Source: an optimization exercise on an open RTL-to-GDS flow (aim: small area and a short achievable clock period). Production flows keep margins and buffers that such runs may drop. Function was checked by simulation only, so behaviour that the tests miss may differ from the original. Power figures rest on the tool's default switching activity, not on a simulated workload.

==> delta: inputs <==
==> flow/design.v (excerpt) <==
module bus_responder #(
  parameter int RAM_WORDS  = 64,
  parameter int FIFO_DEPTH = 4,
  parameter int DATA_W     = 32
) (
  input  logic              CLK,
  input  logic              RST,
  input  logic [7:0]        addr,
  input  logic              rd,
  input  logic              wr,
  input  logic [DATA_W-1:0] wdata,
  output logic [DATA_W-1:0] rdata,
  output logic [DATA_W-1:0] out_data,
  output logic              out_valid,
  input  logic              out_ready
);
==> module sync_fifo, before the edit <==
module sync_fifo #(
  parameter int DEPTH = 4,
  parameter int WIDTH = 32
) (
  input  logic             clk,
  input  logic             rst,
  input  logic             push,    
  input  logic             pop,     
  input  logic [WIDTH-1:0] wdata,
  output logic [WIDTH-1:0] rdata,   
  output logic [DEPTH-1:0] occ
);
  logic [WIDTH-1:0] mem [DEPTH];
  logic             do_push, do_pop;
  logic [DEPTH-1:0] wsel;
  logic [DEPTH:0]   occ_lo, occ_hi;   
  assign do_pop  = pop && occ[0];
  assign do_push = push && (!occ[DEPTH-1] || do_pop);
  assign rdata   = mem[0];
  always_comb begin
    for (int i = 0; i < DEPTH; i++) begin
      if (do_pop) wsel[i] = do_push && occ[i] && (i == DEPTH-1 || !occ[i+1]);
      else        wsel[i] = do_push && (i == 0 || occ[i-1]) && !occ[i];
    end
  end
  always_ff @(posedge clk) begin
    if (rst) occ <= '0;
    else if (do_pop && !do_push) occ <= {1'b0, occ[DEPTH-1:1]};
    else if (do_push && !do_pop) occ <= {occ[DEPTH-2:0], 1'b1};
  end
  always_ff @(posedge clk) begin
    if (!rst) begin
      for (int i = 0; i < DEPTH-1; i++)
        if (wsel[i] || do_pop) mem[i] <= wsel[i] ? wdata : mem[i+1];
      if (do_push) mem[DEPTH-1] <= wdata;
    end
  end
endmodule
==> module bus_responder, before the edit <==
module bus_responder #(
  parameter int RAM_WORDS  = 64,
  parameter int FIFO_DEPTH = 4,
  parameter int DATA_W     = 32
) (
  input  logic              CLK,
  input  logic              RST,
  input  logic [7:0]        addr,
  input  logic              rd,
  input  logic              wr,
  input  logic [DATA_W-1:0] wdata,
  output logic [DATA_W-1:0] rdata,
  output logic [DATA_W-1:0] out_data,
  output logic              out_valid,
  input  logic              out_ready
);
  localparam int AW = $clog2(RAM_WORDS);
  logic ram_hit, cyc_hit, push_hit, stat_hit;
  logic [AW-1:0] ram_idx;
  assign ram_hit  = (addr < 8'(RAM_WORDS));
  assign cyc_hit  = (addr == bus_responder_pkg::ADDR_CYCLES);
  assign push_hit = (addr == bus_responder_pkg::ADDR_FIFO_PUSH);
  assign stat_hit = (addr == bus_responder_pkg::ADDR_STATUS);
  assign ram_idx  = addr[AW-1:0];
  logic [DATA_W-1:0] ram [RAM_WORDS];
  logic [DATA_W-1:0] cycles;
  logic              overflow, collide;
  logic                  fifo_push, fifo_pop;
  logic [FIFO_DEPTH-1:0] occ;
  logic                  fifo_full, fifo_empty;
  logic [4:0]            fifo_count;
  assign fifo_push  = wr && push_hit;
  assign fifo_pop   = out_ready;
  assign out_valid  = occ[0];
  assign fifo_full  = occ[FIFO_DEPTH-1];
  assign fifo_empty = !occ[0];
  assign fifo_count = {2'b00, occ[3], occ[1] && !occ[3], (occ[0] && !occ[1]) || (occ[2] && !occ[3])};
  sync_fifo #(.DEPTH(FIFO_DEPTH), .WIDTH(DATA_W)) u_fifo (
    .clk   (CLK),
    .rst   (RST),
    .push  (fifo_push),
    .pop   (fifo_pop),
    .wdata (wdata),
    .rdata (out_data),
    .occ   (occ)
  );
  logic              rd_zero;
  logic [RAM_WORDS-1:0] ram_sel;
  logic [DATA_W-1:0] rd_mux;
  assign rd_zero = RST || wr;
  always_comb begin
    for (int i = 0; i < RAM_WORDS; i++)
      ram_sel[i] = !rd_zero && ram_hit && (ram_idx == AW'(i));
    rd_mux = '0;
    for (int i = 0; i < RAM_WORDS; i++)
      rd_mux = rd_mux | ({DATA_W{ram_sel[i]}} & ram[i]);
    rd_mux = rd_mux | ({DATA_W{!rd_zero && cyc_hit}} & cycles);
    rd_mux = rd_mux | ({DATA_W{!rd_zero && stat_hit}} &
             bus_responder_pkg::status_word(overflow, collide, fifo_full, fifo_empty, fifo_count));
  end
  always_ff @(posedge CLK) begin
    if (!RST && wr && ram_hit) ram[ram_idx] <= wdata;
  end
  always_ff @(posedge CLK) begin
    if (RST)                cycles <= '0;
    else if (wr && cyc_hit) cycles <= wdata;
    else                    cycles <= cycles + DATA_W'(1);
  end
  always_ff @(posedge CLK) begin
    if (RST) begin
      overflow <= 1'b0;
      collide  <= 1'b0;
    end else begin
      if (wr && stat_hit && wdata[0]) begin
        overflow <= 1'b0;
        collide  <= 1'b0;
      end
      if (fifo_push && fifo_full && !(out_ready && occ[0])) overflow <= 1'b1;
      if (rd && wr) collide <= 1'b1;
    end
  end
  always_ff @(posedge CLK) begin
    if (RST || rd) rdata <= rd_mux;
  end
endmodule
export LEC_CHECK = 0
export CAP_MARGIN = 20
export CORE_MARGIN = 2
export CORE_UTILIZATION = 55
export SLEW_MARGIN = 20
create_clock -name core_clock -period 4.0 [get_ports {CLK}]
run.sh (not shown) runs the stock make flow with config.mk's settings and CLKGATE_MAP_FILE= SYNTH_SCRIPT=/design/flow/synth_recipe.tcl, a recipe that flattens the netlist after the stock synthesis.
==> violet: changes against delta <==
==> flow/design.v (replaced) <==
package bus_responder_pkg;
  localparam int BUS_DW = 32;
  localparam logic [7:0] ADDR_CYCLES    = 8'h40;
  localparam logic [7:0] ADDR_FIFO_PUSH = 8'h41;
  localparam logic [7:0] ADDR_STATUS    = 8'h42;
  localparam int ST_OVERFLOW = 31;
  localparam int ST_COLLIDE  = 30;
  localparam int ST_FULL     = 7;
  localparam int ST_EMPTY    = 6;
  localparam int ST_COUNT_LO = 0;
  localparam int ST_COUNT_W  = 5;
  typedef struct packed {
    logic [7:0]        addr;
    logic              rd;
    logic              wr;
    logic [BUS_DW-1:0] wdata;
  } bus_req_t;
  function automatic logic [BUS_DW-1:0] status_word(
    input logic                  overflow,
    input logic                  collide,
    input logic                  full,
    input logic                  empty,
    input logic [ST_COUNT_W-1:0] count
  );
    logic [BUS_DW-1:0] w;
    w = '0;
    w[ST_OVERFLOW] = overflow;
    w[ST_COLLIDE]  = collide;
    w[ST_FULL]     = full;
    w[ST_EMPTY]    = empty;
    w[ST_COUNT_LO +: ST_COUNT_W] = count;
    status_word = w;
  endfunction
endpackage
module sync_fifo #(
  parameter int DEPTH = 4,
  parameter int WIDTH = 32
) (
  input  logic                       clk,
  input  logic                       rst,
  input  logic                       push,
  input  logic                       pop,
  input  logic [WIDTH-1:0]           wdata,
  output logic [WIDTH-1:0]           rdata,
  output logic                       full,
  output logic                       empty,
  output logic [$clog2(DEPTH+1)-1:0] count
);
  localparam int PW = (DEPTH > 1) ? $clog2(DEPTH) : 1;
  localparam int CW = $clog2(DEPTH + 1);
  logic [WIDTH-1:0] mem [DEPTH];
  logic [PW-1:0]    wr_ptr, rd_ptr;
  logic             do_push, do_pop;
  assign do_pop  = pop && !empty;
  assign do_push = push && (!full || do_pop);
  assign full    = (count == CW'(DEPTH));
  assign empty   = (count == '0);
  assign rdata   = empty ? '0 : mem[rd_ptr];
  always_ff @(posedge clk) begin
    if (rst) begin
      wr_ptr <= '0;
      rd_ptr <= '0;
      count  <= '0;
    end else begin
      if (do_push) wr_ptr <= wr_ptr + PW'(1);
      if (do_pop)  rd_ptr <= rd_ptr + PW'(1);
      case ({do_push, do_pop})
        2'b10:   count <= count + CW'(1);
        2'b01:   count <= count - CW'(1);
        default: count <= count;
      endcase
    end
  end
  always_ff @(posedge clk) begin
    if (!rst && do_push) mem[wr_ptr] <= wdata;
  end
endmodule
module bus_responder #(
  parameter int RAM_WORDS  = 64,
  parameter int FIFO_DEPTH = 4,
  parameter int DATA_W     = 32
) (
  input  logic              CLK,
  input  logic              RST,
  input  logic [7:0]        addr,
  input  logic              rd,
  input  logic              wr,
  input  logic [DATA_W-1:0] wdata,
  output logic [DATA_W-1:0] rdata,
  output logic [DATA_W-1:0] out_data,
  output logic              out_valid,
  input  logic              out_ready
);
  localparam int         AW      = $clog2(RAM_WORDS);
  localparam int         CW      = $clog2(FIFO_DEPTH + 1);
  localparam logic [7:0] RAM_LIM = 8'(RAM_WORDS);
  bus_responder_pkg::bus_req_t req;
  assign req = {addr, rd, wr, wdata};
  logic ram_hit, cyc_hit, push_hit, stat_hit;
  logic [AW-1:0] ram_idx;
  assign ram_hit  = (req.addr < RAM_LIM);
  assign cyc_hit  = (req.addr == bus_responder_pkg::ADDR_CYCLES);
  assign push_hit = (req.addr == bus_responder_pkg::ADDR_FIFO_PUSH);
  assign stat_hit = (req.addr == bus_responder_pkg::ADDR_STATUS);
  assign ram_idx  = req.addr[AW-1:0];
  logic [DATA_W-1:0] ram [RAM_WORDS];
  logic [DATA_W-1:0] cycles;
  logic              overflow, collide;
  logic              fifo_push, fifo_pop, fifo_full, fifo_empty;
  logic [CW-1:0]     fifo_count;
  logic              overflow_ev;
  assign fifo_push   = req.wr && push_hit;
  assign fifo_pop    = out_valid && out_ready;
  assign overflow_ev = fifo_push && fifo_full && !fifo_pop;
  assign out_valid   = !fifo_empty;
  sync_fifo #(.DEPTH(FIFO_DEPTH), .WIDTH(DATA_W)) u_fifo (
    .clk   (CLK),
    .rst   (RST),
    .push  (fifo_push),
    .pop   (fifo_pop),
    .wdata (req.wdata),
    .rdata (out_data),
    .full  (fifo_full),
    .empty (fifo_empty),
    .count (fifo_count)
  );
  logic [DATA_W-1:0] rd_mux;
  always_comb begin
    rd_mux = '0;
    if (ram_hit)       rd_mux = ram[ram_idx];
    else if (cyc_hit)  rd_mux = cycles;
    else if (stat_hit) rd_mux = bus_responder_pkg::status_word(overflow, collide, fifo_full, fifo_empty,
                                            bus_responder_pkg::ST_COUNT_W'(fifo_count));
  end
  always_ff @(posedge CLK) begin
    if (!RST && req.wr && ram_hit) ram[ram_idx] <= req.wdata;
  end
  always_ff @(posedge CLK) begin
    if (RST)                    cycles <= '0;
    else if (req.wr && cyc_hit) cycles <= req.wdata;
    else                        cycles <= cycles + DATA_W'(1);
  end
  always_ff @(posedge CLK) begin
    if (RST) begin
      overflow <= 1'b0;
      collide  <= 1'b0;
    end else begin
      if (req.wr && stat_hit && req.wdata[0]) begin
        overflow <= 1'b0;
        collide  <= 1'b0;
      end
      if (overflow_ev)       overflow <= 1'b1;
      if (req.rd && req.wr)  collide  <= 1'b1;
    end
  end
  always_ff @(posedge CLK) begin
    if (RST)         rdata <= '0;
    else if (req.rd) rdata <= req.wr ? '0 : rd_mux;
  end
endmodule
- CORE_UTILIZATION: 55 -> 40
==> results.txt <==
| item | violet | delta |
|---|---|---|
| Outcome | timing/DRC/antenna clean | timing/DRC/antenna clean |
| Final WS setup | 298 ps | 245 ps |
| P_clk | 20.1 mW | 20.7 mW |
| Internal power | 38.2 mW | 37.9 mW |
| Post-synthesis sequential area ratio | 77.6% | 77.5% |
| Hold slack final | 289 ps | 214 ps |
| Number of combinational gates with multiple inputs | 1,713 | 2,482 |
| Share of the final layout cell area in multi-input gates | 18.5% | 17.8% |
| Die Ht | 468 um | 401 um |
| Fraction of layout cells with a size suffix above 1 | 25.7% | 24.9% |
| Chip Width | 468 um | 401 um |
| Detailed-route wire length per cell | 31.7 um | 54.7 um |
| Cts repair resizes | 1 | 0 |
| Full die area | 219,000 um2 | 160,000 um2 |
| WL met1 | 99,700 um | 142,000 um |
| Cells on worst reg2reg path | 5 | 6 |
| Post-layout minimum cycle time | 3700 ps | 3760 ps |
| Worst min-delay path startpoint | wdata[13] | wdata[7] |
| Initial core utilization | 40.2% | 55.4% |
| Sink Count | 2,251 | 2,246 |
| Final standard cell utilization of the core | 47.1% | 67.2% |
| Switch share | 21.3% | 23.6% |
| Later-pin clock latency in the skew report | 870 ps | 920 ps |

## what the ideal ports hide
In the flow no input, the clock included, has a driving cell. The finished layouts below were timed again as built, in two steps. Step 1 sets driving cells, clkbuf_16 on the clock port and buf_2 on the other inputs (assumed; they add their load-dependent delay and slew). Step 2 moves the port delays by t, midway between the first and last clock arrival at a register: inputs arrive t later, outputs are due t later. That takes back most of the time a late clock gives input paths. a / b / c = ideal / step 1 / step 2; a / b = the first two.
| run | shift t [ns] | setup slack, ns | slew at the worst register clock pin (ns) | worst slew at a driven data input, ns |
|---|---|---|---|---|
| delta | 0.972 | 0.245 / 0.309 / -0.663 | 0.07 / 0.07 | 0.24 |
| violet | 0.949 | 0.298 / 0.199 / 0.185 | 0.07 / 0.07 | 0.12 |
Met with ideal ports but missed after step 2: setup timing in delta. The setup slack of delta, which loses most, moves by +0.064 ns with the drivers and by -0.908 ns with both steps.
